This design comes from an exercise in tuning for small area and a short achievable clock period on the open sky130 flow, not from production work. Where RTL was checked, it was by simulation tests only, not by an equivalence proof against the original. Only the layout flow was run in runs 5 to 7; the RTL was not checked for function there. Power is estimated from default activity; no workload was simulated.

===== flow/run.sh =====
#!/bin/bash
# synth_recipe.tcl (not shown) runs the flow's synth.tcl, then flattens the netlist and writes it again
# the make line also repeats each setting of config.mk as NAME=value (left out here)
make -C /OpenROAD-flow-scripts/flow DESIGN_CONFIG=/design/flow/config.mk WORK_HOME=/design/flow/orfs CLKGATE_MAP_FILE= SYNTH_SCRIPT=/design/flow/synth_recipe.tcl finish

===== flow/config.mk =====
export PLATFORM = sky130hd
export DESIGN_NAME = lc3_dmem_responder
export DESIGN_NICKNAME = lc3_dmem_responder
export VERILOG_FILES = /design/flow/design.v
export SDC_FILE = /design/flow/constraint.sdc
export NUM_CORES = 4
export LEC_CHECK = 0
export CAP_MARGIN = 20
export CORE_MARGIN = 2
export CORE_UTILIZATION = 40
export SETUP_SLACK_MARGIN = 3.0
export SLEW_MARGIN = 20

===== flow/constraint.sdc =====
create_clock -name core_clock -period 5.5 [get_ports {clock}]
set_input_delay 1.1000 -clock core_clock [delete_from_list [all_inputs] [get_ports {clock}]]
set_output_delay 1.1000 -clock core_clock [all_outputs]
set_load 0.01 [all_outputs]

===== flow/design.v =====
module lc3_dmem_responder #(
   parameter int unsigned ADDR_W      = 8,
   parameter int unsigned DATA_W      = 16,
   parameter int unsigned WAIT_CYCLES = 1
) (
   input  logic              clock,
   input  logic              reset,
   input  logic              Data_req,
   input  logic              Data_rd,
   input  logic [15:0]       Data_addr,
   input  logic [DATA_W-1:0] Data_din,
   output logic [DATA_W-1:0] Data_dout,
   output logic              complete_data,
   output logic              busy,
   output logic              access_err
);
   localparam int unsigned DEPTH = 2 ** ADDR_W;    
   localparam int unsigned NQ    = 4;              
   localparam int unsigned QW    = DEPTH / NQ;     
   logic              s1_q, s2_q, busy_q, comp_q, err_q;
   logic              accept_c;
   logic              rd_q, ok_q;
   logic [15:0]       row_q, col_q;
   logic [DATA_W-1:0] din_q;
   logic              wpend_q;
   logic [DATA_W-1:0] dout_q;
   logic [DATA_W-1:0] part_q [NQ];
   logic [DATA_W-1:0] rdata_c;
   logic [DATA_W-1:0] word_q [DEPTH];
   logic [DEPTH-1:0]  sel_c;
   assign accept_c = reset && Data_req && !busy_q;
   always_ff @(posedge clock) begin
      s1_q    <= accept_c;
      s2_q    <= reset && s1_q;
      busy_q  <= accept_c || (reset && s1_q);
      comp_q  <= reset && s2_q;
      err_q   <= reset && s2_q && !ok_q;
      wpend_q <= reset && s1_q && !rd_q && ok_q;
   end
   always_ff @(posedge clock) begin
      if (!busy_q) begin
         rd_q  <= Data_rd;
         ok_q  <= (Data_addr[15:8] == 8'h00);
         din_q <= Data_din;
         for (int i = 0; i < 16; i++) begin
            row_q[i] <= (Data_addr[7:4] == 4'(i));
            col_q[i] <= (Data_addr[3:0] == 4'(i));
         end
      end
   end
   always_comb begin
      for (int w = 0; w < DEPTH; w++) begin
         sel_c[w] = row_q[w / 16] && col_q[w % 16];
      end
   end
   for (genvar w = 0; w < DEPTH; w++) begin : g_word
      always_ff @(posedge clock) begin
         if (wpend_q && sel_c[w]) begin
            word_q[w] <= din_q;
         end
      end
   end
   always_ff @(posedge clock) begin
      for (int q = 0; q < NQ; q++) begin
         logic [DATA_W-1:0] acc;
         acc = '0;
         for (int w = q * QW; w < (q + 1) * QW; w++) begin
            acc = acc | ({DATA_W{sel_c[w]}} & word_q[w]);
         end
         part_q[q] <= acc;
      end
   end
   always_comb begin
      rdata_c = '0;
      for (int q = 0; q < NQ; q++) begin
         rdata_c = rdata_c | part_q[q];
      end
   end
   always_ff @(posedge clock) begin
      if (!reset) begin
         dout_q <= '0;
      end else if (s2_q && rd_q) begin
         dout_q <= ok_q ? rdata_c : '0;
      end
   end
   assign Data_dout     = dout_q;
   assign complete_data = comp_q;
   assign busy          = busy_q;
   assign access_err    = err_q;
endmodule

==> run summary, run 1 <==
final WL 469000 microns; Iteration-0 DRC Markers 15457; Multi-input gate area 26100 sq um; die area 391000 sq um; status no timing/DRC/antenna violations; Peak VDD IR 0.000285 V; port bufs 54; cell area after synthesis 154000 sq um; fin. max-slew vios 0; element type at the critical path start flop; Final Critical Period 2.71 ns; worst clock skew 0.0637 ns; endpoint type of the worst setup path flop; critical path class reg -> reg; RSZ-0062 raised after global routing true; Synth async-reset ratio 0%; Cell Rows 228; clock sink total 4232; Syn Nets 8436; Lkg Pwr 57.2 nW; Initial Util 40.1%; Synth area leaders edfxtp_1, a22oi_1, a22o_1; CP max stage cell a222oi_1; Mean Syn Cell Area 18.4 sq um; Die Wd 625 microns; core area 385000 sq um; final RePlAce weighted congestion 0.819; H-tree Lvls 5; number of buffers created by CTS 420; vias 88782; CTS clk-pin slew, worst paths 0.06 ns; most used cell along the critical path buf_12; maximum root-to-sink buffer count 4; CTS root buf clkbuf_16; setup tns final 0 ns; Slew @ Worst Pin 1.43 ns; PD cells 398 nW/um^2; TritonCTS clock tree built; number of global-route vias before repair 83614; Tcrit/Tclk final 49.2%; Final Setup Violations 0; Fill cells 31625; sequential share of the synthesized area 81.8%; Main synth FF type edfxtp_1; WL per Instance 33.5 microns; fraction of layout instances using a drive strength above 1 15.3%; pin count of the biggest net entering global routing 174; first-pass GRT wire length 636000 microns; post-synthesis cell type count 33; initial antenna violation count 30; Arrival @ worst endpoint 3.51 ns; CTS Hold Bufs 0; max incr delay on CP 0.55 ns; DRC 0; Layout area overhead 16.0%; DIE HEIGHT 625 microns; post-synth top area share 80.7%; cells after synthesis 8400; final core occ 46.5%; EDFF count, synth 4146; CP Cell Sequence buf_6 -> buf_12 -> buf_12 -> and2_4 -> a222oi_1 -> nand4_1 -> nor3_4 -> nand3_4; Final HPWL DP 235000 microns; Max FO, Critical Path 8; FF+latch count, synth 4232; Worst EP required 6.30 ns; Storage cell area 126000 sq um; Post-DRT Antenna Nets 0; synth warn 3; Final Hold Fails 0; total grt overflow 0; top cells by count, synth edfxtp_1, a22oi_1, a22o_1, clkbuf_1, a222oi_1; DRT Pass-1 Iters 14; leading area contributor after synthesis edfxtp_1; Max Fclk 369 MHz; most frequent cell after synthesis edfxtp_1; GRT Util Overall 22.5%; via-per-instance ratio 6.35; Max-Slew Margin vs Limit 5.00%; clk latency of the worst-skew pair 0.99 ns; Max-Cap Viols 0; IO Count 55; Final #Nets 8596; HP Class reg -> reg
worst max-delay path: cells and delay by family, from the launching register on:
kind            cells  cell delay, ns
simple gates        4            1.11
compound gates      1            0.55
buf+inv             3            0.43
flops               1            0.41
path summary, 6_finish.rpt:
path	startpoint	endpoint	slack (ns)	depth (start not counted)
setup / recovery	col_q[13]$_DFFE_PN_	part_q[0][0]$_DFF_P_	2.79	8
hold / removal	s1_q$_DFF_P_	s2_q$_DFF_P_	0.47	2
setup reg to reg	col_q[13]$_DFFE_PN_	part_q[0][0]$_DFF_P_	2.79	8
hold reg to reg	s1_q$_DFF_P_	s2_q$_DFF_P_	0.47	2
logic make-up after synthesis:
kind of cell	Yosys count	share of synthesized area [%]
compound gates	2327	12.3
buf+inv	768	2.08
simple gates	1073	3.79
flops	4232	81.8
sequential cells by signal (all words and copies together) (netlist names):
| signal | cells |
|---|---|
| s1_q | 1 |
| part_q | 64 |
| s2_q | 1 |
| wpend_q | 1 |
| comp_q | 1 |
| rd_q | 1 |
| din_q | 16 |
| busy_q | 1 |
| col_q | 16 |
| word_q | 4096 |
| ok_q | 1 |
| dout_q | 16 |
| row_q | 16 |
| err_q | 1 |
power breakdown:
group	total, W	internal (W)	switching, W
logic	0.00592	0.00169	0.00423
clock network	0.0291	0.0168	0.0123
registers	0.0362	0.0358	0.000357
total	0.0712	0.0543	0.0169
metrics by stage:
| stage | hold slack (ns) | power (W) | instance area [sq um] | instances | setup slack, ns |
|---|---|---|---|---|---|
| detailed placement | 0.449 | 0.0418 | 160000 | 13013 | 1.94 |
| global route | 0.536 | 0.0727 | 179000 | 13985 | 2.75 |
| global placement | 0.447 | 0.0417 | 160000 | 13012 | 1.92 |
| finish | 0.467 | 0.0712 | 179000 | 13990 | 2.79 |
| CTS | 0.464 | 0.0710 | 177000 | 13906 | 2.84 |
| floorplan | 0.417 | 0.0393 | 154000 | 8400 | 1.45 |
metal layers:
metal  part of all wire, %  global-route usage, %
met1                    38                   30.8
met2                    48                   36.4
met3                    10                   3.63
met4                   4.2                   8.23
met5                 0.033                  0.185
what timing repair did:
item,CTS,global route
resized for setup,514,151
pin swaps,129,94
endpoints found under the setup margin,3779,650
gates cloned,40,21
buffers inserted,73,48
final cells by class:
class	count	share of cell area (%)
repair buffers	407	3.28
well taps	5060	3.54
flip-flops and latches	4232	70.6
clock inverters	262	1.60
inverters	95	0.203
multi-input cells	3404	14.6
diodes	12	0.0168
clock buffers	518	6.22
layout by cell type, fill, tap and decap left out, types with 50 or more instances in the layout:
cell       synthesis  routed
a222oi_1         389     389
a22o_1           484     481
a22oi_1         1277    1244
a32oi_1           58      58
and3_1           256      59
and3_2             0     197
buf_12             0      64
buf_4              2     168
bufinv_16          0      50
clkbuf_1         438      78
clkbuf_16          0     444
clkinv_1           0      74
clkinv_2           0      90
dfxtp_1           86      67
edfxtp_1        4146    4146
inv_1             95      91
nand2_1          179     178
nand3_1          230     219
nand4_1          255     255
==> run 2: changes to the inputs <==
--- a/flow/config.mk
+++ b/flow/config.mk
@@ -8,5 +8,4 @@
 export CAP_MARGIN = 20
 export CORE_MARGIN = 2
 export CORE_UTILIZATION = 40
-export SETUP_SLACK_MARGIN = 3.0
 export SLEW_MARGIN = 20
==> run summary, run 2 <==
status no timing/DRC/antenna violations; sequential share of the synthesized area 81.8% (unchanged); Top reg by flops word_q; pin count of the biggest net entering global routing 174 (unchanged); total grt overflow 0 (unchanged); port bufs 54 (unchanged); post-synthesis cell type count 33 (unchanged); CTS root buf clkbuf_16; Final Hold Fails 0 (unchanged); most frequent cells in the layout edfxtp_1, a22oi_1, a22o_1, clkbuf_16, a222oi_1; Final #Nets 8413 (-2.1%); top cells by count, synth edfxtp_1, a22oi_1, a22o_1, clkbuf_1, a222oi_1; GRT Util Overall 21.2% (-1.3 points); Final HPWL DP 235000 microns (unchanged); EDFF count, synth 4146 (unchanged); largest registers word_q x4096, part_q x64; clk latency of the worst-skew pair 0.99 ns (about the same); Max-Slew Margin vs Limit 9.43% (+4.4 points); cells after synthesis 8400 (unchanged); Gate power share 7.0% (-1.3 points); worst hold path startpoint s1_q$_DFF_P_; DRT Pass-1 Iters 10 (-4); maximum root-to-sink buffer count 4 (unchanged); element type at the critical path start flop; Main synth FF type edfxtp_1; switching power 0.0163 W (-3.6%); Final Setup Violations 0 (unchanged); Die Wd 625 microns (unchanged); grt met1 use 29.5% (-1.3 points); number of global-route vias before repair 82199 (-1.7%); Mean Syn Cell Area 18.4 sq um (unchanged); RSZ-0062 raised after global routing false; most frequent cell after synthesis edfxtp_1; cell area after synthesis 154000 sq um (unchanged); HP Class reg -> reg; Worst setup startpoint col_q[3]$_DFFE_PN_; Post-DRT Antenna Nets 0 (unchanged); Peak VDD IR 0.000293 V (+2.7%); fin. max-slew vios 0 (unchanged); via-per-instance ratio 6.21 (-2.2%); Layout area overhead 13.0%; final core occ 45.3% (-1.2 points); Initial Util 40.1% (unchanged); Slew @ Worst Pin 1.36 ns (-0.0665 ns); most used routing layer met2; TritonCTS clock tree built; Clock power frac 41.3% (+0.5 points); CTS Hold Bufs 0 (unchanged); Synth async-reset ratio 0% (unchanged); sequential power share 51.7% (+0.8 points); FF+latch count, synth 4232 (unchanged); synth warn 3 (unchanged); IO Count 55 (unchanged); DRC 0 (unchanged); Cell Rows 228 (unchanged); setup tns final 0 ns (unchanged); FF-to-FF Start col_q[3]$_DFFE_PN_; critical path class reg -> reg; post-synth top area share 80.7% (unchanged); Pwr Total 0.0701 W (-1.5%); Max-Cap Viols 0 (unchanged); Max FO, Critical Path 36 (+28); leading area contributor after synthesis edfxtp_1; clock sink total 4232 (unchanged); worst clock skew 0.0760 ns (+0.0123 ns); PD cells 402 nW/um^2 (+1.1%); P_int 0.0538 W (-0.85%); met2 Usage GRT 34.3% (-2.1 points); Worst EP required 6.28 ns (-0.02 ns); Max Fclk 271 MHz (-26%); commonest non-fill, non-tap cell in the layout edfxtp_1; endpoint type of the worst setup path flop; Synth area leaders edfxtp_1, a22oi_1, a22o_1; fraction of layout instances using a drive strength above 1 9.26% (-6.0 points); Final Critical Period 3.68 ns (+0.976 ns); Syn Nets 8436 (unchanged); Iteration-0 DRC Markers 13381 (-13%); H-tree Lvls 5 (unchanged); initial antenna violation count 27 (-10%); core area 385000 sq um (unchanged); final RePlAce weighted congestion 0.819 (unchanged); max FFs per register 4096 (unchanged); number of buffers created by CTS 420 (unchanged); Tcrit/Tclk final 67.0% (+18 points); WL per Instance 31.1 microns (-7.3%); vias 85750 (-3.4%); Arrival @ worst endpoint 4.46 ns (+0.95 ns); final WL 429000 microns (-8.5%); switch share 23.2% (-0.50 points); Lkg Pwr 55.3 nW (-3.2%); grt met3 use 3.18% (-0.45 points); post-CTS setup buffers 0 (-100%); die area 391000 sq um (unchanged); DIE HEIGHT 625 microns (unchanged); CTS clk-pin slew, worst paths 0.06 ns (about the same); post-CTS sizing 0 (-100%); first-pass GRT wire length 607000 microns (-4.6%)
run 2: cell counts after synthesis:
No cell type changed its count.
run 2: area by class of cell:
class	count	area [sq um]
Antenna cell	15	37.5
Fill cell	32095	210000
Inverter	95	357
Timing Repair Buffer	228	2570
Clock inverter	262	2870
Sequential cell	4232	126000
Clock buffer	518	11100
Tap cell	5060	6330
Multi-Input combinational cell	3400	24900
run 2: path summary, 6_finish.rpt:
check | endpoint | slack [ns] | cells after the start
setup reg to reg | part_q[0][8]$_DFF_P_ | 1.82 | 6
hold / removal | s2_q$_DFF_P_ | 0.46 | 2
setup / recovery | part_q[0][8]$_DFF_P_ | 1.82 | 6
hold reg to reg | s2_q$_DFF_P_ | 0.46 | 2
run 2: kinds of logic (layout without fill, tap and decap cells):
logic type             count (synthesis)  after routing  synth area share [%]
other                                  0             15                     0
AND/OR/NAND/NOR                     1073           1073                  3.79
AO/OA/AOI/OAI                       2327           2327                  12.3
flip-flops                          4232           4232                  81.8
buffers and inverters                768           1103                  2.08
run 2: metrics by stage:
stage / std cells / setup slack [ns] / hold WS, ns / cell area [sq um]
global placement: 13012 / 1.92 / 0.447 / 160000
detailed placement: 13013 / 1.94 / 0.449 / 160000
floorplan: 8400 / 1.45 / 0.417 / 154000
global route: 13802 / 1.82 / 0.536 / 174000
finish: 13810 / 1.82 / 0.463 / 174000
CTS: 13793 / 1.94 / 0.464 / 174000
run 2: worst max-delay path, cell delays in order, from the launching register on:
cell	delay (ns)
edfxtp_1	0.71
buf_4	0.44
and2_1	0.50
a222oi_1	0.51
nand3_1	0.14
nor3_1	0.94
nand3_1	0.21
run 2: per-layer routing:
metal | share of wire, % | up-vias
met1 | 40 | 44732
met2 | 48 | 4618
met5 | 0.017 | -
met3 | 8.9 | 671
met4 | 3.3 | 12
li1 | - | 35717
run 2: power by group through the flow:
stage	registers, W	clock network, W	logic [W]
detailed placement	0.0369	0	0.00485
floorplan	0.0371	0	0.00225
global placement	0.0369	0	0.00479
finish	0.0362	0.0290	0.00490
global route	0.0362	0.0305	0.00511
CTS	0.0362	0.0292	0.00486
==> run 3: changes to the inputs <==
--- a/flow/config.mk
+++ b/flow/config.mk
@@ -7,5 +7,6 @@
 export LEC_CHECK = 0
 export CAP_MARGIN = 20
 export CORE_MARGIN = 2
-export CORE_UTILIZATION = 40
+export CORE_UTILIZATION = 65
+export SETUP_SLACK_MARGIN = 3.0
 export SLEW_MARGIN = 20
==> run summary, run 3 <==
status no timing/DRC/antenna violations; element type at the critical path start flop; largest registers word_q x4096, part_q x64; hold path depth 1 (-1); core area 236000 sq um (-39%); Post-DRT Antenna Nets 0 (unchanged); grt met1 use 53.9% (+24 points); CTS clk-pin slew, worst paths 0.07 ns (about the same); post-synthesis cell type count 33 (unchanged); Synth area leaders edfxtp_1, a22oi_1, a22o_1; post-synth top area share 80.7% (unchanged); Fill cells 13627 (-58%); met2 Usage GRT 55.4% (+21 points); worst clock skew 0.0351 ns (-0.0409 ns); die area 241000 sq um (-38%); Max-Cap Viols 0 (unchanged); GRT Util Overall 37.1% (+16 points); Max FO, Critical Path 88 (+140%); Max Fclk 338 MHz (+24%); FF+latch count, synth 4232 (unchanged); Worst EP required 6.32 ns (+0.04 ns); grt met3 use 7.72% (+4.5 points); port bufs 54 (unchanged); Cell Rows 178 (-22%); Final Critical Period 2.96 ns (-0.725 ns); most frequent cells in the layout edfxtp_1, a22oi_1, a22o_1, clkbuf_16, a222oi_1; commonest non-fill, non-tap cell in the layout edfxtp_1; Clock power frac 39.4% (-1.9 points); RSZ-0062 raised after global routing true; setup tns final 0 ns (unchanged); maximum root-to-sink buffer count 4 (unchanged); H-tree Lvls 5 (unchanged); top cells by count, synth edfxtp_1, a22oi_1, a22o_1, clkbuf_1, a222oi_1; WL per Instance 38.1 microns (+23%); post-route cell area 177000 sq um (+1.6%); TritonCTS clock tree built; Slew @ Worst Pin 1.24 ns (-0.115 ns); Pwr Total 0.0699 W (-0.37%); Hold WS 0.431 ns (-0.0325 ns); Max-Slew Margin vs Limit 17.1% (+7.7 points); P_int 0.0535 W (-0.71%); Synth async-reset ratio 0% (unchanged); Gate power share 8.7% (+1.7 points); PD cells 394 nW/um^2 (-2.0%); Mean Syn Cell Area 18.4 sq um (unchanged); switching power 0.0164 W (+0.77%); Tcrit/Tclk final 53.8% (-13 points); Die Wd 491 microns (-21%); total grt overflow 0 (unchanged); Final HPWL DP 225000 microns (-4.3%); Final Setup Violations 0 (unchanged); Lkg Pwr 57.5 nW (+4.0%); final RePlAce weighted congestion 0.872 (+6.4%); max FFs per register 4096 (unchanged); IO Count 55 (unchanged); Peak VDD IR 0.000299 V (+2.1%); DRC 0 (unchanged); Initial Util 65.5% (+25 points); leading area contributor after synthesis edfxtp_1; CTS Hold Bufs 0 (unchanged); sequential share of the synthesized area 81.8% (unchanged); number of global-route vias before repair 84264 (+2.5%); clk latency of the worst-skew pair 1.00 ns (about the same); most used routing layer met2; switch share 23.5% (+0.27 points); Arrival @ worst endpoint 3.78 ns (-0.68 ns); initial antenna violation count 30 (+11%); Final #Nets 8690 (+3.3%); Syn Nets 8436 (unchanged); clock sink total 4232 (unchanged); vias 90228 (+5.2%); Area after DPL 158000 sq um (-1.5%); Main synth FF type edfxtp_1; cell area after synthesis 154000 sq um (unchanged); fraction of layout instances using a drive strength above 1 16.2% (+6.9 points); Layout area overhead 14.9%; endpoint type of the worst setup path flop; FF-to-FF path depth 5 (-1); synth warn 3 (unchanged); final core occ 75.2% (+30 points); critical path class reg -> reg; Top reg by flops word_q; HP Class reg -> reg; EDFF count, synth 4146 (unchanged); pin count of the biggest net entering global routing 179 (+2.9%); first-pass GRT wire length 635000 microns (+4.7%); CTS root buf clkbuf_16; final WL 463000 microns (+7.8%); Iteration-0 DRC Markers 16870 (+26%); cells after synthesis 8400 (unchanged); fin. max-slew vios 0 (unchanged); sequential power share 51.9% (+0.2 points); DRT Pass-1 Iters 10 (unchanged); DIE HEIGHT 491 microns (-21%); Final Hold Fails 0 (unchanged); via-per-instance ratio 7.43 (+20%); most frequent cell after synthesis edfxtp_1; number of buffers created by CTS 417 (-0.71%)
-- run 3: cell counts after synthesis --
No cell type changed its count.
-- run 3: cells by family after synthesis --
logic type / synth area share [%]
buf+inv: 2.08
compound gates: 12.3
flops: 81.8
simple gates: 3.79
-- run 3: final cells by class --
class                   count  area [sq um]  area share [%]
diodes                     18          45.0          0.0254
well taps                3150          3940            2.22
inverters                  95           367           0.207
clock buffers             544         11200            6.32
clock inverters           204          1800            1.02
repair buffers            504          7300            4.12
flip-flops and latches   4232        126000            71.2
multi-input cells        3404         26400            14.9
-- run 3: critical path: stages (launching register included) --
cell and delay (ns):
edfxtp_1 0.46, buf_12 0.25, a22oi_1 0.40, nand4_1 0.25, a222oi_1 0.95, nand3_1 0.20
-- run 3: power by group through the flow --
stage | logic [W] | clock network (W) | registers, W
2_1_floorplan | 0.00225 | 0 | 0.0371
6_report | 0.00611 | 0.0275 | 0.0362
4_1_cts | 0.00563 | 0.0275 | 0.0362
5_1_grt | 0.00624 | 0.0288 | 0.0362
3_5_place_dp | 0.00476 | 0 | 0.0369
3_3_place_gp | 0.00466 | 0 | 0.0369
-- run 3: final timing paths --
path / end / startpoint / slack, ns
worst min-delay path: wpend_q$_DFF_P_ / rd_q$_DFFE_PN_ / 0.43
worst max register to register: part_q[1][6]$_DFF_P_ / col_q[15]$_DFFE_PN_ / 2.54
worst min register to register: wpend_q$_DFF_P_ / rd_q$_DFFE_PN_ / 0.43
worst max-delay path: part_q[1][6]$_DFF_P_ / col_q[15]$_DFFE_PN_ / 2.54
-- run 3: per-layer routing --
layer  up-vias  wire, microns
li1      36286              -
met1     46068         167000
met2      6885         213000
met3       967          59500
met4        22          23100
met5         -            142
-- run 3: through the flow --
step           std cells  setup slack (ns)
2_1_floorplan       8400              1.45
3_3_place_gp       11098              1.80
6_report           12151              2.54
4_1_cts            12038              2.82
5_1_grt            12139              2.71
3_5_place_dp       11104              2.08
-- run 3: what timing repair did --
item                       in CTS  in global routing
pin swaps                     147                245
setup buffers                 131                 71
setup endpoints to repair    2735               1253
cloned                         55                 21
gates resized for setup       484                273
==> run 4: changes to the inputs <==
--- a/flow/config.mk
+++ b/flow/config.mk
@@ -7,6 +7,8 @@
 export LEC_CHECK = 0
 export CAP_MARGIN = 20
 export CORE_MARGIN = 2
-export CORE_UTILIZATION = 65
+export CORE_UTILIZATION = 40
+export CTS_CLUSTER_DIAMETER = 60
+export CTS_CLUSTER_SIZE = 30
 export SETUP_SLACK_MARGIN = 3.0
 export SLEW_MARGIN = 20
==> run summary, run 4 <==
Pwr Total 0.0649 W (-7.1%); GRT Util Overall 22.4% (-15 points); Slew @ Worst Pin 1.40 ns (+0.152 ns); pin count of the biggest net entering global routing 174 (-2.8%); final std cells w/o fill 13740 (+13%); WL per Instance 34.0 microns (-11%); Worst Hold Endpoint s2_q$_DFF_P_; H-tree Lvls 5 (unchanged); final WL 467000 microns (+0.89%); DIE HEIGHT 625 microns (+27%); element type at the critical path start flop; Syn Nets 8436 (unchanged); Peak VDD IR 0.000318 V (+6.3%); CTS Hold Bufs 0 (unchanged); RSZ-0062 raised after global routing true; post-synthesis cell type count 33 (unchanged); cell area after synthesis 154000 sq um (unchanged); critical path class reg -> reg; synth warn 3 (unchanged); setup tns final 0 ns (unchanged); Final HPWL DP 235000 microns (+4.5%); cells after synthesis 8400 (unchanged); core area 385000 sq um (+63%); Main synth FF type edfxtp_1; CTS root buf clkbuf_16; clock sink total 4232 (unchanged); Layout area overhead 13.5%; Top reg by flops word_q; Max-Cap Viols 0 (unchanged); Die Wd 625 microns (+27%); pre-CTS WS 1.94 ns (-0.138 ns); number of global-route vias before repair 82264 (-2.4%); Post-DRT Antenna Nets 0 (unchanged); FF-to-FF Start col_q[11]$_DFFE_PN_; worst clock skew 0.0524 ns (+0.0173 ns); Tcrit/Tclk final 50.0% (-3.8 points); DRC 0 (unchanged); Max Fclk 364 MHz (+7.7%); maximum root-to-sink buffer count 4 (unchanged); vias 87961 (-2.5%); first-pass GRT wire length 631000 microns (-0.62%); Cell Count Post-Placement 13013 (+17%); clk latency of the worst-skew pair 0.95 ns (-0.05 ns); Worst EP required 6.29 ns (-0.03 ns); top cells by count, synth edfxtp_1, a22oi_1, a22o_1, clkbuf_1, a222oi_1; worst hold path startpoint s1_q$_DFF_P_; FF-to-FF setup slack 2.75 ns (+0.21 ns); fin worst setup slack 2.75 ns (+0.211 ns); Max-Slew Margin vs Limit 6.97% (-10 points); hold path depth 2 (+1); leading area contributor after synthesis edfxtp_1; post-synth top area share 80.7% (unchanged); EDFF count, synth 4146 (unchanged); Synth async-reset ratio 0% (unchanged); Lkg Pwr 55.2 nW (-3.9%); Final Setup Violations 0 (unchanged); FF+latch count, synth 4232 (unchanged); number of buffers created by CTS 272 (-35%); total grt overflow 0 (unchanged); CTS clk-pin slew, worst paths 0.10 ns (+0.03 ns); Cell Rows 228 (+28%); reg-to-reg endpoint part_q[1][12]$_DFF_P_; most frequent cells in the layout edfxtp_1, a22oi_1, a22o_1, a222oi_1, clkbuf_16; commonest non-fill, non-tap cell in the layout edfxtp_1; max FFs per register 4096 (unchanged); HP Class reg -> reg; PD cells 370 nW/um^2 (-6.0%); Mean Syn Cell Area 18.4 sq um (unchanged); die area 391000 sq um (+62%); via-per-instance ratio 6.40 (-14%); final RePlAce weighted congestion 0.819 (-6.0%); status no timing/DRC/antenna violations; port bufs 54 (unchanged); Max FO, Critical Path 56 (-36%); Arrival @ worst endpoint 3.54 ns (-0.24 ns); fraction of layout instances using a drive strength above 1 14.5% (-1.7 points); Final #Nets 8477 (-2.5%); Iteration-0 DRC Markers 15297 (-9.3%); FF-to-FF path depth 7 (+2); IO Count 55 (unchanged); Synth area leaders edfxtp_1, a22oi_1, a22o_1; Worst setup startpoint col_q[11]$_DFFE_PN_; endpoint type of the worst setup path flop; DRT Pass-1 Iters 9 (-1); initial antenna violation count 29 (-3.3%); fin. max-slew vios 0 (unchanged); most frequent cell after synthesis edfxtp_1; Final Critical Period 2.75 ns (-0.211 ns); TritonCTS clock tree built; sequential share of the synthesized area 81.8% (unchanged); Hold WS 0.471 ns (+0.0404 ns); Final Hold Fails 0 (unchanged); largest registers word_q x4096, part_q x64; Initial Util 40.1% (-25 points)
==> run 4: worst max-delay path: stages (launching register included) <==
cell	delay (ns)
edfxtp_1	0.47
buf_8	0.18
buf_12	0.17
a22o_1	0.26
a222oi_1	0.46
nand4_1	0.48
nor3_4	0.35
nand3_1	0.11
==> run 4: stage by stage <==
step | utilization [%] | area [sq um]
4_1_cts | 45.0 | 173000
2_1_floorplan | - | 154000
3_3_place_gp | 41.7 | 160000
5_1_grt | 45.5 | 175000
3_5_place_dp | 41.7 | 160000
6_report | 45.5 | 175000
==> run 4: cells by family after synthesis <==
kind of cell	synth area share, %
AO/OA/AOI/OAI	12.3
AND/OR/NAND/NOR	3.79
buffers and inverters	2.08
flip-flops	81.8
==> run 4: timing repair <==
action / CTS / global route
endpoints found under the setup margin: 3764 / 524
gates cloned: 42 / 26
pin swaps: 111 / 137
setup buffers: 80 / 64
resized for setup: 523 / 190
==> run 4: cell type report <==
class	count	area (sq um)
diodes	18	45.0
clock buffers	299	7150
clock inverters	196	2530
fillers	31901	210000
inverters	95	364
multi-input cells	3405	26200
flip-flops and latches	4232	126000
well taps	5060	6330
repair buffers	435	6280
==> run 4: worst max-delay path by stage <==
stage / endpoint / slack [ns] / depth (start not counted)
5_1_grt: part_q[0][10]$_DFF_P_ / 2.76 / 8
6_report: part_q[1][12]$_DFF_P_ / 2.75 / 7
3_5_place_dp: part_q[3][8]$_DFF_P_ / 1.94 / 6
3_3_place_gp: part_q[3][8]$_DFF_P_ / 1.92 / 6
4_1_cts: part_q[0][2]$_DFF_P_ / 2.84 / 8
2_1_floorplan: word_q[0][0]$_DFFE_PP_ / 1.45 / 0
==> run 4: power by group <==
part	switching (W)	internal [W]	leakage, nW	total, W
sequential	0.000353	0.0358	38.1	0.0361
clock	0.0120	0.0108	4.67	0.0227
combinational	0.00424	0.00174	12.5	0.00598
total	0.0166	0.0483	55.2	0.0649
==> run 4: per-layer routing <==
layer | GRT usage, % | wire (microns)
met1 | 30.9 | 178000
met2 | 36.0 | 223000
met4 | 8.49 | 19700
met5 | 0 | 40
met3 | 3.14 | 46000
==> run 5: changes to the inputs <==
--- a/flow/design.v
+++ b/flow/design.v
@@ -1,3 +1,20 @@
+module lc3_dmem_bit (
+   input  logic q,
+   input  logic keep,
+   input  logic din,
+   input  logic we,
+   output logic d
+);
+   assign d = (q & keep) | (din & we);
+endmodule
+module lc3_dmem_rd3 (
+   input  logic s0, b0,
+   input  logic s1, b1,
+   input  logic s2, b2,
+   output logic y_n
+);
+   assign y_n = !((s0 & b0) | (s1 & b1) | (s2 & b2));
+endmodule
 module lc3_dmem_responder #(
    parameter int unsigned ADDR_W      = 8,
    parameter int unsigned DATA_W      = 16,
@@ -15,16 +32,19 @@
    output logic              access_err
 );
    localparam int unsigned DEPTH = 2 ** ADDR_W;    
-   localparam int unsigned NQ    = 4;              
+   localparam int unsigned NQ    = 8;              
    localparam int unsigned QW    = DEPTH / NQ;     
+   localparam int unsigned NG    = QW / 3;         
    logic              s1_q, s2_q, busy_q, comp_q, err_q;
    logic              accept_c;
    logic              rd_q, ok_q;
    logic [15:0]       row_q, col_q;
    logic [DATA_W-1:0] din_q;
-   logic              wpend_q;
+   logic              wpend_q;    
+   logic              wkeep_q;    
    logic [DATA_W-1:0] dout_q;
    logic [DATA_W-1:0] part_q [NQ];
+   logic [DATA_W-1:0] part_c [NQ];
    logic [DATA_W-1:0] rdata_c;
    logic [DATA_W-1:0] word_q [DEPTH];
    logic [DEPTH-1:0]  sel_c;
@@ -36,6 +56,7 @@
       comp_q  <= reset && s2_q;
       err_q   <= reset && s2_q && !ok_q;
       wpend_q <= reset && s1_q && !rd_q && ok_q;
+      wkeep_q <= !reset || !s1_q || rd_q || !ok_q;
    end
    always_ff @(posedge clock) begin
       if (!busy_q) begin
@@ -54,20 +75,40 @@
       end
    end
    for (genvar w = 0; w < DEPTH; w++) begin : g_word
+      logic              we_c, keep_c;
+      logic [DATA_W-1:0] d_c;
+      assign we_c   = wpend_q && sel_c[w];
+      assign keep_c = wkeep_q || !sel_c[w];
+      for (genvar b = 0; b < DATA_W; b++) begin : g_bit
+         lc3_dmem_bit u_bit (
+            .q(word_q[w][b]), .keep(keep_c), .din(din_q[b]), .we(we_c),
+            .d(d_c[b])
+         );
+      end
       always_ff @(posedge clock) begin
-         if (wpend_q && sel_c[w]) begin
-            word_q[w] <= din_q;
+         word_q[w] <= d_c;
+      end
+   end
+   for (genvar q = 0; q < NQ; q++) begin : g_quarter
+      for (genvar b = 0; b < DATA_W; b++) begin : g_bit
+         logic [NG-1:0] grp_n;
+         for (genvar g = 0; g < NG; g++) begin : g_grp
+            localparam int unsigned W = q * QW + 3 * g;
+            lc3_dmem_rd3 u_rd (
+               .s0(sel_c[W]),     .b0(word_q[W][b]),
+               .s1(sel_c[W + 1]), .b1(word_q[W + 1][b]),
+               .s2(sel_c[W + 2]), .b2(word_q[W + 2][b]),
+               .y_n(grp_n[g])
+            );
          end
+         assign part_c[q][b] = !(&grp_n) ||
+                               (sel_c[q * QW + QW - 2] && word_q[q * QW + QW - 2][b]) ||
+                               (sel_c[q * QW + QW - 1] && word_q[q * QW + QW - 1][b]);
       end
    end
    always_ff @(posedge clock) begin
       for (int q = 0; q < NQ; q++) begin
-         logic [DATA_W-1:0] acc;
-         acc = '0;
-         for (int w = q * QW; w < (q + 1) * QW; w++) begin
-            acc = acc | ({DATA_W{sel_c[w]}} & word_q[w]);
-         end
-         part_q[q] <= acc;
+         part_q[q] <= part_c[q];
       end
    end
    always_comb begin
--- a/flow/config.mk
+++ b/flow/config.mk
@@ -8,7 +8,7 @@
 export CAP_MARGIN = 20
 export CORE_MARGIN = 2
 export CORE_UTILIZATION = 40
-export CTS_CLUSTER_DIAMETER = 60
-export CTS_CLUSTER_SIZE = 30
 export SETUP_SLACK_MARGIN = 3.0
 export SLEW_MARGIN = 20
+export SYNTH_HIERARCHICAL = 1
+export SYNTH_MINIMUM_KEEP_SIZE = 0
==> run summary, run 5 <==
status no timing/DRC/antenna violations; Layout area overhead 20.9%; Gate power share 6.4% (-2.8 points); post-synth top area share 58.1% (-23 points); max FFs per register 4096 (unchanged); Hold WS 0.434 ns (-0.0373 ns); critical path class reg -> reg; RSZ-0062 raised after global routing true; IO Count 55 (unchanged); endpoint type of the worst setup path flop; Final Hold Fails 0 (unchanged); Lkg Pwr 68.5 nW (+24%); commonest non-fill, non-tap cell in the layout dfxtp_1; pin count of the biggest net entering global routing 139 (-20%); DIE HEIGHT 609 microns (-2.6%); Max Fclk 343 MHz (-5.7%); Synth Area in Adders 0% (unchanged); mux contribution to synthesized area 0% (unchanged); element type at the critical path start flop; Final Setup Violations 0 (unchanged); max incr delay on CP 0.63 ns (+0.15 ns); Fill cells 31776 (-0.39%); worst clock skew 0.0610 ns (+0.00857 ns); Worst EP required 6.36 ns (+0.07 ns); Syn Nets 11554 (+37%); Top reg by flops word_q; cells after synthesis 11518 (+37%); most used cell along the critical path buf_16; number of global-route vias before repair 117786 (+43%); Synth async-reset ratio 0% (unchanged); maximum root-to-sink buffer count 4 (unchanged); HP Class reg -> reg; PD cells 384 nW/um^2 (+3.7%); cell area after synthesis 146000 sq um (-5.1%); synth warn 13 (+10); CP Cell Sequence buf_12 -> buf_16 -> buf_16 -> and2_2 -> a222oi_1 -> nand2_1 -> a2111oi_4 -> nand2_2; switching power 0.0163 W (-2.0%); grt met3 use 5.48% (+2.3 points); largest registers word_q x4096, part_q x128; GRT Util Overall 29.1% (+6.7 points); FF+latch count, synth 4297 (+1.5%); vias 124938 (+42%); TritonCTS clock tree built; largest family of logic cells by synthesized area compound AO/OA/AOI/OAI gates; number of buffers created by CTS 439 (+61%); Main synth FF type dfxtp_1; WL per Instance 32.7 microns (-3.6%); die area 371000 sq um (-5.1%); Mean Syn Cell Area 12.7 sq um (-31%); initial antenna violation count 44 (+52%); CP Buf/Inv Count 3 (+1); Post-DRT Antenna Nets 0 (unchanged); CTS clk-pin slew, worst paths 0.06 ns (-0.04 ns); top cells by count, synth dfxtp_1, a22o_1, a222oi_1, nand2_1, nand2b_1; most frequent cell after synthesis dfxtp_1; Post-Synth Simple-Gate Area 5.69% (+1.9 points); Max FO, Critical Path 17 (-70%); most used routing layer met2; fraction of layout instances using a drive strength above 1 15.5% (+0.95 points); Max-Cap Viols 0 (unchanged); Arrival @ worst endpoint 3.77 ns (+0.23 ns); fin. max-slew vios 0 (unchanged); DRC 0 (unchanged); sequential share of the synthesized area 59.1% (-23 points); H-tree Lvls 5 (unchanged); post-synthesis cell type count 29 (-12%); sequential power share 47.9% (-7.8 points); total grt overflow 0 (unchanged); Final #Nets 12531 (+48%); first-pass GRT wire length 829000 microns (+31%); final WL 581000 microns (+24%); Peak VDD IR 0.000283 V (-11%); Tcrit/Tclk final 53.0% (+3.0 points); CP max stage cell a222oi_1; Iteration-0 DRC Markers 21355 (+40%); Final HPWL DP 329000 microns (+40%); final RePlAce weighted congestion 0.894 (+9.1%); Max-Slew Margin vs Limit 11.7% (+4.7 points); Die Wd 609 microns (-2.6%); clk latency of the worst-skew pair 1.00 ns (+0.05 ns); leading area contributor after synthesis dfxtp_1; most frequent cells in the layout dfxtp_1, a22o_1, a222oi_1, clkbuf_16, nand2_1; P_int 0.0517 W (+7.2%); grt met1 use 39.1% (+8.2 points); Initial Util 40.1% (about the same); post-synthesis compound-gate area fraction 34.6% (+22 points); setup tns final 0 ns (unchanged); DRT Pass-1 Iters 13 (+4); CTS root buf clkbuf_16; clock sink total 4297 (+1.5%); Cell Rows 222 (-2.6%); met2 Usage GRT 44.5% (+8.5 points); Final Critical Period 2.91 ns (+0.166 ns); Pwr Total 0.0680 W (+4.8%); Synth area leaders dfxtp_1, a22o_1, a222oi_1; EDFF count, synth 50 (-99%); Top delay family on crit path compound AO/OA/AOI/OAI gates; port bufs 54 (unchanged); core area 365000 sq um (-5.2%); via-per-instance ratio 7.05 (+10%); post-synthesis xor/xnor area fraction 0% (unchanged); Clock power frac 45.8% (+11 points); switch share 23.9% (-1.7 points); Slew @ Worst Pin 1.32 ns (-0.0710 ns)
==> run 5: cell families (layout without fill, tap and decap cells) <==
logic type,after synthesis,count (layout)
and+or+nand+nor,1494,1535
DFF,4297,4297
buffers and inverters,189,1486
AOI/OAI and AO/OA,5538,5538
other,0,55
==> run 5: final timing paths <==
path	from	end	slack, ns	cells past startpoint
max reg2reg	col_q[11]$_DFFE_PN_	part_q[4][9]$_DFF_P_	2.59	8
min reg2reg	word_q[255][4]$_DFF_P_	part_q[7][4]$_DFF_P_	0.43	2
min	word_q[255][4]$_DFF_P_	part_q[7][4]$_DFF_P_	0.43	2
max	col_q[11]$_DFFE_PN_	part_q[4][9]$_DFF_P_	2.59	8
==> run 5: stage by stage <==
stage               setup WS (ns)  instance area (sq um)  std cells  utilization, %
global route                 2.60                 177000      17691            48.5
CTS                          2.71                 174000      17469            47.8
floorplan                   0.823                 146000      11518               -
detailed placement           1.61                 154000      16347            42.2
finish                       2.59                 177000      17727            48.5
global placement             1.01                 154000      16340            42.1
==> run 5: cell type report <==
class	instances	area, sq um	area share, %
clock buffers	666	13100	7.43
diodes	55	138	0.0778
repair buffers	681	7660	4.33
clock inverters	136	1910	1.08
well taps	4816	6030	3.40
multi-input cells	7073	61500	34.8
inverters	3	11.3	0.00636
flip-flops and latches	4297	86600	48.9
==> run 5: per-module statistics from Yosys (local to each module, per instance) <==
module              times used  cells  cell area (sq um)
lc3_dmem_responder           1   6142              97700
lc3_dmem_bit              4096      1               8.76
lc3_dmem_rd3              1280      1               10.0
==> run 5: timing repair <==
item                       4_1_cts  5_1_grt
hold buffers                     0        0
setup endpoints to repair     4116     1102
pin swaps                      612      490
buffers inserted               282      175
cloned                          38       27
gates resized for setup        973      243
==> run 5: worst reg2reg max path: stages, from the launching register on <==
cell       delay [ns]
edfxtp_1         0.46
buf_12           0.17
buf_16           0.15
buf_16           0.18
and2_2           0.33
a222oi_1         0.63
nand2_1          0.28
a2111oi_4        0.42
nand2_2          0.16
==> run 5: metal layers <==
layer | routed length, microns | vias up
li1 | - | 51928
met1 | 231000 | 63504
met2 | 257000 | 8070
met3 | 60900 | 1416
met4 | 31900 | 20
met5 | 134 | -
==> run 5: power by group through the flow <==
| stage | logic (W) | registers [W] | clock network (W) |
|---|---|---|---|
| 2_1_floorplan | 0.00123 | 0.0334 | 0 |
| 3_3_place_gp | 0.00316 | 0.0332 | 0 |
| 3_5_place_dp | 0.00326 | 0.0333 | 0 |
| 4_1_cts | 0.00395 | 0.0325 | 0.0313 |
| 5_1_grt | 0.00436 | 0.0326 | 0.0326 |
| 6_report | 0.00433 | 0.0325 | 0.0311 |
==> run 6: changes to the inputs <==
--- a/flow/design.v
+++ b/flow/design.v
@@ -32,13 +32,12 @@
    output logic              access_err
 );
    localparam int unsigned DEPTH = 2 ** ADDR_W;    
-   localparam int unsigned NQ    = 8;              
+   localparam int unsigned NQ    = 4;              
    localparam int unsigned QW    = DEPTH / NQ;     
    localparam int unsigned NG    = QW / 3;         
    logic              s1_q, s2_q, busy_q, comp_q, err_q;
    logic              accept_c;
    logic              rd_q, ok_q;
-   logic [15:0]       row_q, col_q;
    logic [DATA_W-1:0] din_q;
    logic              wpend_q;    
    logic              wkeep_q;    
@@ -47,7 +46,7 @@
    logic [DATA_W-1:0] part_c [NQ];
    logic [DATA_W-1:0] rdata_c;
    logic [DATA_W-1:0] word_q [DEPTH];
-   logic [DEPTH-1:0]  sel_c;
+   logic [DEPTH-1:0]  sel_q;
    assign accept_c = reset && Data_req && !busy_q;
    always_ff @(posedge clock) begin
       s1_q    <= accept_c;
@@ -63,22 +62,16 @@
          rd_q  <= Data_rd;
          ok_q  <= (Data_addr[15:8] == 8'h00);
          din_q <= Data_din;
-         for (int i = 0; i < 16; i++) begin
-            row_q[i] <= (Data_addr[7:4] == 4'(i));
-            col_q[i] <= (Data_addr[3:0] == 4'(i));
+         for (int w = 0; w < DEPTH; w++) begin
+            sel_q[w] <= (Data_addr[7:0] == 8'(w));
          end
-      end
-   end
-   always_comb begin
-      for (int w = 0; w < DEPTH; w++) begin
-         sel_c[w] = row_q[w / 16] && col_q[w % 16];
       end
    end
    for (genvar w = 0; w < DEPTH; w++) begin : g_word
       logic              we_c, keep_c;
       logic [DATA_W-1:0] d_c;
-      assign we_c   = wpend_q && sel_c[w];
-      assign keep_c = wkeep_q || !sel_c[w];
+      assign we_c   = wpend_q && sel_q[w];
+      assign keep_c = wkeep_q || !sel_q[w];
       for (genvar b = 0; b < DATA_W; b++) begin : g_bit
          lc3_dmem_bit u_bit (
             .q(word_q[w][b]), .keep(keep_c), .din(din_q[b]), .we(we_c),
@@ -95,15 +88,14 @@
          for (genvar g = 0; g < NG; g++) begin : g_grp
             localparam int unsigned W = q * QW + 3 * g;
             lc3_dmem_rd3 u_rd (
-               .s0(sel_c[W]),     .b0(word_q[W][b]),
-               .s1(sel_c[W + 1]), .b1(word_q[W + 1][b]),
-               .s2(sel_c[W + 2]), .b2(word_q[W + 2][b]),
+               .s0(sel_q[W]),     .b0(word_q[W][b]),
+               .s1(sel_q[W + 1]), .b1(word_q[W + 1][b]),
+               .s2(sel_q[W + 2]), .b2(word_q[W + 2][b]),
                .y_n(grp_n[g])
             );
          end
          assign part_c[q][b] = !(&grp_n) ||
-                               (sel_c[q * QW + QW - 2] && word_q[q * QW + QW - 2][b]) ||
-                               (sel_c[q * QW + QW - 1] && word_q[q * QW + QW - 1][b]);
+                               (sel_q[q * QW + QW - 1] && word_q[q * QW + QW - 1][b]);
       end
    end
    always_ff @(posedge clock) begin
--- a/flow/config.mk
+++ b/flow/config.mk
@@ -8,7 +8,9 @@
 export CAP_MARGIN = 20
 export CORE_MARGIN = 2
 export CORE_UTILIZATION = 40
-export SETUP_SLACK_MARGIN = 3.0
+export CTS_CLUSTER_DIAMETER = 60
+export CTS_CLUSTER_SIZE = 30
+export SETUP_SLACK_MARGIN = 3.2
 export SLEW_MARGIN = 20
 export SYNTH_HIERARCHICAL = 1
 export SYNTH_MINIMUM_KEEP_SIZE = 0
==> run summary, run 6 <==
status failed layout checks; SO Faults antenna violations; die area 379000 sq um (+2.3%); Clock power frac 34.8% (-11 points); most frequent cell after synthesis dfxtp_1; CTS root buf clkbuf_16; Die Wd 616 microns (+1.2%); HP Class reg -> reg; CP Buf/Inv Count 4 (+1); number of buffers created by CTS 276 (-37%); H-tree Lvls 5 (unchanged); sequential share of the synthesized area 61.4% (+2.3 points); max incr delay on CP 0.71 ns (+0.08 ns); FF-to-FF path depth 8 (unchanged); max FFs per register 4096 (unchanged); Final Hold Fails 0 (unchanged); CP Cell Sequence buf_12 -> buf_4 -> buf_8 -> a222oi_1 -> nand4_1 -> nor4_2 -> buf_4 -> nand2_2; DR WL met2 242000 microns (-5.9%); Synth async-reset ratio 0% (unchanged); Top reg by flops word_q; switching power 0.0190 W (+17%); WL per Instance 31.3 microns (-4.3%); Lkg Pwr 65.4 nW (-4.6%); total grt overflow 0 (unchanged); largest registers word_q x4096, sel_q x256, part_q x64; via-per-instance ratio 6.96 (-1.2%); Max-Slew Margin vs Limit 2.16% (-9.5 points); FF+latch count, synth 4457 (+3.7%); commonest non-fill, non-tap cell in the layout dfxtp_1; RSZ-0062 raised after global routing true; Main synth FF type dfxtp_1; Post-Route M1 WL 227000 microns (-1.6%); metal3 WL 55600 microns (-8.6%); DRT Pass-1 Iters 13 (unchanged); Layout area overhead 16.2%; Peak VDD IR 0.000237 V (-16%); Post-DRT Antenna Nets 1 (+1); cell area after synthesis 150000 sq um (+2.3%); final WL 549000 microns (-5.5%); synth warn 13 (unchanged); fin. max-slew vios 0 (unchanged); vias 121893 (-2.4%); initial antenna violation count 21 (-52%); cells after synthesis 11447 (-0.62%); fraction of layout instances using a drive strength above 1 11.3% (-4.2 points); PD cells 389 nW/um^2 (+1.4%); Arrival @ worst endpoint 3.55 ns (-0.22 ns); Syn Nets 11483 (-0.61%); DRC 0 (unchanged); maximum root-to-sink buffer count 4 (unchanged); core area 372000 sq um (+2.1%); most used cell along the critical path buf_4; element type at the critical path start flop; Max-Cap Viols 0 (unchanged); Slew @ Worst Pin 1.47 ns (+0.143 ns); Worst EP required 6.34 ns (-0.02 ns); CTS clk-pin slew, worst paths 0.10 ns (+0.04 ns); hold path depth 1 (-1); GRT Util Overall 27.2% (-1.9 points); Synth area leaders dfxtp_1, a22o_1, a222oi_1; clock sink total 4457 (+3.7%); critical path class reg -> reg; Pwr Total 0.0678 W (-0.29%); CP max stage cell a222oi_1; top cells by count, synth dfxtp_1, a22o_1, a222oi_1, edfxtp_1, and2_1; final RePlAce weighted congestion 0.908 (+1.5%); first-pass GRT wire length 796000 microns (-3.9%); P_int 0.0488 W (-5.8%); setup tns final 0 ns (unchanged); Final Critical Period 2.72 ns (-0.196 ns); clk latency of the worst-skew pair 0.97 ns (-0.03 ns); CTS Hold Bufs 0 (unchanged); worst clock skew 0.0639 ns (+0.00291 ns); DIE HEIGHT 616 microns (+1.2%); CP Depth 8 (unchanged); post-synth top area share 55.9% (-2.2 points); Final #Nets 12332 (-1.6%); port bufs 54 (unchanged); TritonCTS clock tree built; pin count of the biggest net entering global routing 135 (-2.9%); Mean Syn Cell Area 13.1 sq um (+3.0%); number of global-route vias before repair 114911 (-2.4%); sequential power share 54.6% (+6.7 points); Hold WS 0.464 ns (+0.0306 ns); leading area contributor after synthesis dfxtp_1; Gate power share 10.6% (+4.2 points); endpoint type of the worst setup path flop; IO Count 55 (unchanged); Max FO, Critical Path 7 (-10); Cell Rows 224 (+0.90%); Max Fclk 368 MHz (+7.2%); Top delay family on crit path simple AND/OR/NAND/NOR gates; Tcrit/Tclk final 49.4% (-3.6 points); post-synthesis cell type count 24 (-17%); most frequent cells in the layout dfxtp_1, a22o_1, a222oi_1, buf_4, clkbuf_16; switch share 28.1% (+4.2 points); EDFF count, synth 274 (+450%); top sig layer met5; Initial Util 40.2% (+0.11 points); Final HPWL DP 327000 microns (-0.51%); Iteration-0 DRC Markers 21041 (-1.5%); Final Setup Violations 0 (unchanged)
## run 6: cell count changes after synthesis, sizes merged, moves of 77 or more
cell / previous run / this run
a2111oi: 128 / 0
and3: 256 / 0
clkbuf: 156 / 63
edfxtp: 50 / 274
nand2: 390 / 149
nand3: 0 / 77
nor2: 20 / 262
## run 6: per-stage QoR
stage	instances	cell area (sq um)	setup WS, ns	utilization [%]
global placement	16466	157000	1.80	42.2
global route	17497	174000	2.86	46.7
floorplan	11447	150000	0.654	-
CTS	17415	173000	2.88	46.4
detailed placement	16470	157000	2.06	42.2
finish	17503	174000	2.78	46.7
## run 6: cells by family after synthesis
logic type / Yosys count / share of synthesized area, %
AOI/OAI and AO/OA: 5521 / 33.3
buffers and inverters: 102 / 0.311
and+or+nand+nor: 1367 / 4.97
DFF: 4457 / 61.4
## run 6: routing by layer
layer,vias to the layer above,GRT usage (%)
met5,-,0
met4,12,11.0
met3,1077,4.42
met2,7087,41.3
met1,62266,38.5
li1,51451,-
## run 6: area by class of cell
class                           count  area [sq um]
Tap cell                         4972          6220
Sequential cell                  4457         92000
Timing Repair inverter              1          5.00
Clock buffer                      313          7350
Clock inverter                    191          2450
Fill cell                       32837        198000
Multi-Input combinational cell   6888         58500
Antenna cell                        9          22.5
Inverter                            3          15.0
Timing Repair Buffer              669          7510
## run 6: path summary, 6_finish.rpt
check                              end  slack (ns)           startpoint
setup reg to reg  part_q[0][3]$_DFF_P_        2.78  sel_q[39]$_DFFE_PN_
hold reg to reg          err_q$_DFF_P_        0.46       ok_q$_DFFE_PN_
setup / recovery  part_q[0][3]$_DFF_P_        2.78  sel_q[39]$_DFFE_PN_
hold / removal           err_q$_DFF_P_        0.46       ok_q$_DFFE_PN_
## run 6: per-module statistics from Yosys, one instance, submodules excluded
module	copies in the design	area, sq um	cells	flip-flops and latches
lc3_dmem_responder	1	101000	6007	4457
lc3_dmem_rd3	1344	10.0	1	0
lc3_dmem_bit	4096	8.76	1	0
## run 6: worst register-to-register path, stage by stage (launching register included)
cell      delay, ns
edfxtp_1       0.43
buf_12         0.16
buf_4          0.13
buf_8          0.12
a222oi_1       0.71
nand4_1        0.47
nor4_2         0.30
buf_4          0.22
nand2_2        0.08
## run 6: power groups by stage
stage          sequential, W  clock, W  combinational (W)
2_1_floorplan         0.0374         0            0.00283
3_3_place_gp          0.0380         0            0.00539
3_5_place_dp          0.0381         0            0.00556
4_1_cts               0.0370    0.0238            0.00675
5_1_grt               0.0372    0.0251            0.00736
6_report              0.0370    0.0236            0.00718
## run 6: timing repair
action                     4_1_cts  5_1_grt
buffers inserted               440       75
gates resized for setup        327      128
setup endpoints to repair     3371     1277
cloned                           1        3
pin swaps                      141      138
==> run 7: changes to the inputs <==
--- a/flow/design.v
+++ b/flow/design.v
@@ -32,7 +32,7 @@
    output logic              access_err
 );
    localparam int unsigned DEPTH = 2 ** ADDR_W;    
-   localparam int unsigned NQ    = 4;              
+   localparam int unsigned NQ    = 8;              
    localparam int unsigned QW    = DEPTH / NQ;     
    localparam int unsigned NG    = QW / 3;         
    logic              s1_q, s2_q, busy_q, comp_q, err_q;
@@ -95,6 +95,7 @@
             );
          end
          assign part_c[q][b] = !(&grp_n) ||
+                               (sel_q[q * QW + QW - 2] && word_q[q * QW + QW - 2][b]) ||
                                (sel_q[q * QW + QW - 1] && word_q[q * QW + QW - 1][b]);
       end
    end
--- a/flow/config.mk
+++ b/flow/config.mk
@@ -10,7 +10,7 @@
 export CORE_UTILIZATION = 40
 export CTS_CLUSTER_DIAMETER = 60
 export CTS_CLUSTER_SIZE = 30
-export SETUP_SLACK_MARGIN = 3.2
+export SETUP_SLACK_MARGIN = 3.0
 export SLEW_MARGIN = 20
 export SYNTH_HIERARCHICAL = 1
 export SYNTH_MINIMUM_KEEP_SIZE = 0
==> run summary, run 7 <==
status no timing/DRC/antenna violations; cell area after synthesis 151000 sq um (+0.92%); max FFs per register 4096 (unchanged); Tcrit/Tclk final 49.3% (-0.11 points); most frequent cell after synthesis dfxtp_1; initial antenna violation count 26 (+24%); number of buffers created by CTS 319 (+16%); HP Class reg -> reg; max incr delay on CP 0.60 ns (-0.11 ns); Storage cell area 93300 sq um (+1.4%); DRT Pass-1 Iters 10 (-3); Synth async-reset ratio 0% (unchanged); Die Wd 619 microns (+0.45%); EDFF count, synth 274 (unchanged); Post-DRT Antenna Nets 0 (-1); post-route cell area 174000 sq um (+0.13%); DIE HEIGHT 619 microns (+0.45%); setup tns final 0 ns (unchanged); Final HPWL DP 324000 microns (-1.0%); Syn Nets 11586 (+0.90%); largest registers word_q x4096, sel_q x256, part_q x128; FF+latch count, synth 4521 (+1.4%); WL per Instance 31.2 microns (-0.42%); number of global-route vias before repair 114398 (-0.45%); Final Critical Period 2.71 ns (-0.00629 ns); post-synth top area share 56.2% (+0.34 points); Top reg by flops word_q; Final Hold Fails 0 (unchanged); Max FO, Critical Path 13 (+6); Multi-input gate area 57800 sq um (-1.2%); pin count of the biggest net entering global routing 146 (+8.1%); fin worst setup slack 2.79 ns (+0.00629 ns); Iteration-0 DRC Markers 21099 (+0.28%); IO Count 55 (unchanged); core area 376000 sq um (+0.90%); maximum root-to-sink buffer count 4 (unchanged); pre-CTS WS 2.04 ns (-0.0131 ns); element type at the critical path start flop; Lkg Pwr 64.8 nW (-0.90%); commonest non-fill, non-tap cell in the layout dfxtp_1; Cell Count Post-Placement 16550 (+0.49%); PD cells 407 nW/um^2 (+4.4%); RSZ-0062 raised after global routing true; Fill cells 33192 (+1.1%); Top delay family on crit path simple AND/OR/NAND/NOR gates; leading area contributor after synthesis dfxtp_1; clk latency of the worst-skew pair 0.99 ns (+0.02 ns); critical path class reg -> reg; final WL 545000 microns (-0.65%); Peak VDD IR 0.000293 V (+24%); total grt overflow 0 (unchanged); vias 121265 (-0.52%); Max Fclk 369 MHz (+0.23%); CP Buf/Inv Count 2 (-2); worst clock skew 0.0501 ns (-0.0138 ns); Pwr Total 0.0709 W (+4.6%); CP Cell Sequence buf_12 -> buf_4 -> a222oi_1 -> nand4_1 -> nor2_2 -> nand4_1; cells after synthesis 11550 (+0.90%); H-tree Lvls 5 (unchanged); Main synth FF type dfxtp_1; Final Setup Violations 0 (unchanged); CTS Hold Bufs 0 (unchanged); sequential share of the synthesized area 61.7% (+0.29 points); CTS clk-pin slew, worst paths 0.10 ns (about the same); die area 383000 sq um (+0.91%); Max-Slew Margin vs Limit 12.4% (+10 points); Arrival @ worst endpoint 3.40 ns (-0.15 ns); fraction of layout instances using a drive strength above 1 9.34% (-1.9 points); via-per-instance ratio 6.94 (-0.28%); CP max stage cell a222oi_1; DRC 0 (unchanged); top cells by count, synth dfxtp_1, a22o_1, a222oi_1, nor2_1, nand4_1; final std cells w/o fill 17462 (-0.23%); Max-Cap Viols 0 (unchanged); Mean Syn Cell Area 13.1 sq um (about the same); most used cell along the critical path nand4_1; endpoint type of the worst setup path flop; fin. max-slew vios 0 (unchanged); final RePlAce weighted congestion 0.895 (-1.4%); Layout area overhead 15.3%; Cell Rows 225 (+0.45%); clock sink total 4521 (+1.4%); CTS root buf clkbuf_16; synth warn 13 (unchanged); Initial Util 40.2% (about the same); first-pass GRT wire length 790000 microns (-0.76%); Synth area leaders dfxtp_1, a22o_1, a222oi_1; Area after DPL 158000 sq um (+0.72%); post-synthesis cell type count 26 (+8.3%); Final #Nets 12220 (-0.91%); port bufs 54 (unchanged); Slew @ Worst Pin 1.31 ns (-0.154 ns); GRT Util Overall 26.8% (-0.39 points); Worst EP required 6.19 ns (-0.15 ns); TritonCTS clock tree built; most frequent cells in the layout dfxtp_1, a22o_1, a222oi_1, nand4_1, nor2_1
## run 7: changes by cell type in the layout (fill, tap and decap cells not counted), moves of 57 or more
cell and change:
nand2b_1 -109, nand3_1 -57, nand2_1 -119, dfxtp_1 +65
nor2_1 +118, buf_4 -154, a22oi_1 +128, nand4_1 +129
a222oi_1 -64, and2_1 +103, nand2b_2 +109, and2_2 -119
## run 7: worst paths after layout
kind	startpoint	endpoint	slack (ns)	cells past startpoint
max	sel_q[251]$_DFFE_PN_	part_q[7][7]$_DFF_P_	2.79	6
min	busy_q$_DFF_P_	s1_q$_DFF_P_	0.46	1
max reg2reg	sel_q[251]$_DFFE_PN_	part_q[7][7]$_DFF_P_	2.79	6
min reg2reg	busy_q$_DFF_P_	s1_q$_DFF_P_	0.46	1
## run 7: power by group
group | internal (W) | switching, W | total, W
clock | 0.0128 | 0.0138 | 0.0267
sequential | 0.0355 | 0.00217 | 0.0377
combinational | 0.00269 | 0.00384 | 0.00653
## run 7: timing repair
item	CTS	global route
setup buffers	187	119
gates resized for setup	197	90
hold endpoints to repair	0	0
pin swaps	19	30
cloned	1	0
setup endpoints to repair	3424	585
## run 7: layout make-up
class                   count  share of cell area (%)
clock buffers             355                    4.85
inverters                   3                 0.00861
flip-flops and latches   4521                    53.5
diodes                     11                  0.0158
repair buffers            435                    2.93
clock inverters           239                    1.92
well taps                4994                    3.58
multi-input cells        6904                    33.2
## run 7: cell families (layout without fill, tap and decap cells)
family,after synthesis,in the layout,synth area share [%]
AOI/OAI and AO/OA,5538,5538,33.0
DFF,4521,4521,61.7
and+or+nand+nor,1366,1366,4.98
buffers and inverters,125,1032,0.376
other,0,11,0
## run 7: stage by stage
step | utilization [%] | hold slack [ns]
finish | 46.4 | 0.461
global route | 46.4 | 0.464
CTS | 45.9 | 0.461
detailed placement | 42.2 | 0.444
global placement | 42.1 | 0.442
floorplan | - | 0.422
## run 7: routing by layer
metal	global-route usage, %	up-vias	routed length (microns)
met5	0	-	109
met4	11.0	18	23400
met3	4.65	1015	53300
met2	40.9	6987	242000
met1	37.6	61921	226000
li1	-	51324	-
## run 7: per-module statistics from Yosys (local to each module, per instance)
module | times used | area, sq um | flops+latches
lc3_dmem_responder | 1 | 103000 | 4521
lc3_dmem_rd3 | 1280 | 10.0 | 0
lc3_dmem_bit | 4096 | 8.76 | 0

## re-timing with driven ports
Ports are ideal in the flow. The routed layouts listed here were re-timed in OpenROAD. Step 1 (the two cells are an assumption about what drives the block):
set clk [get_ports {clock}]
set_driving_cell -lib_cell sky130_fd_sc_hd__clkbuf_16 $clk
set_driving_cell -lib_cell sky130_fd_sc_hd__buf_2 [delete_from_list [all_inputs] $clk]
Step 2 moves the port delays by t, midway between the first and last clock arrival at a register: inputs arrive t later, outputs are due t later. That takes back most of the time a late clock gives input paths. Slacks: ideal ports / drivers / drivers and shift; pairs: ideal ports / drivers.
run | shift t [ns] | slack for setup (ns) | worst slew at a driven data input, ns | pins driven straight from the clock port
run 1 | 1.066 | 2.792 / 2.787 / 2.401 | 0.17 | 1
run 2 | 1.060 | 1.816 / 1.816 / 1.816 | 0.17 | 1
run 3 | 1.081 | 2.541 / 2.541 / 2.541 | 0.13 | 1
run 4 | 1.028 | 2.752 / 2.752 / 2.343 | 0.15 | 1
run 5 | 1.090 | 2.586 / 2.586 / 2.236 | 0.24 | 1
run 6 | 1.042 | 2.782 / 2.782 / 2.013 | 0.21 | 1
run 7 | 1.075 | 2.788 / 2.736 / 1.891 | 0.24 | 1
For run 7, which loses most, drivers alone change the setup slack by -0.052 ns; drivers and shift together by -0.897 ns.
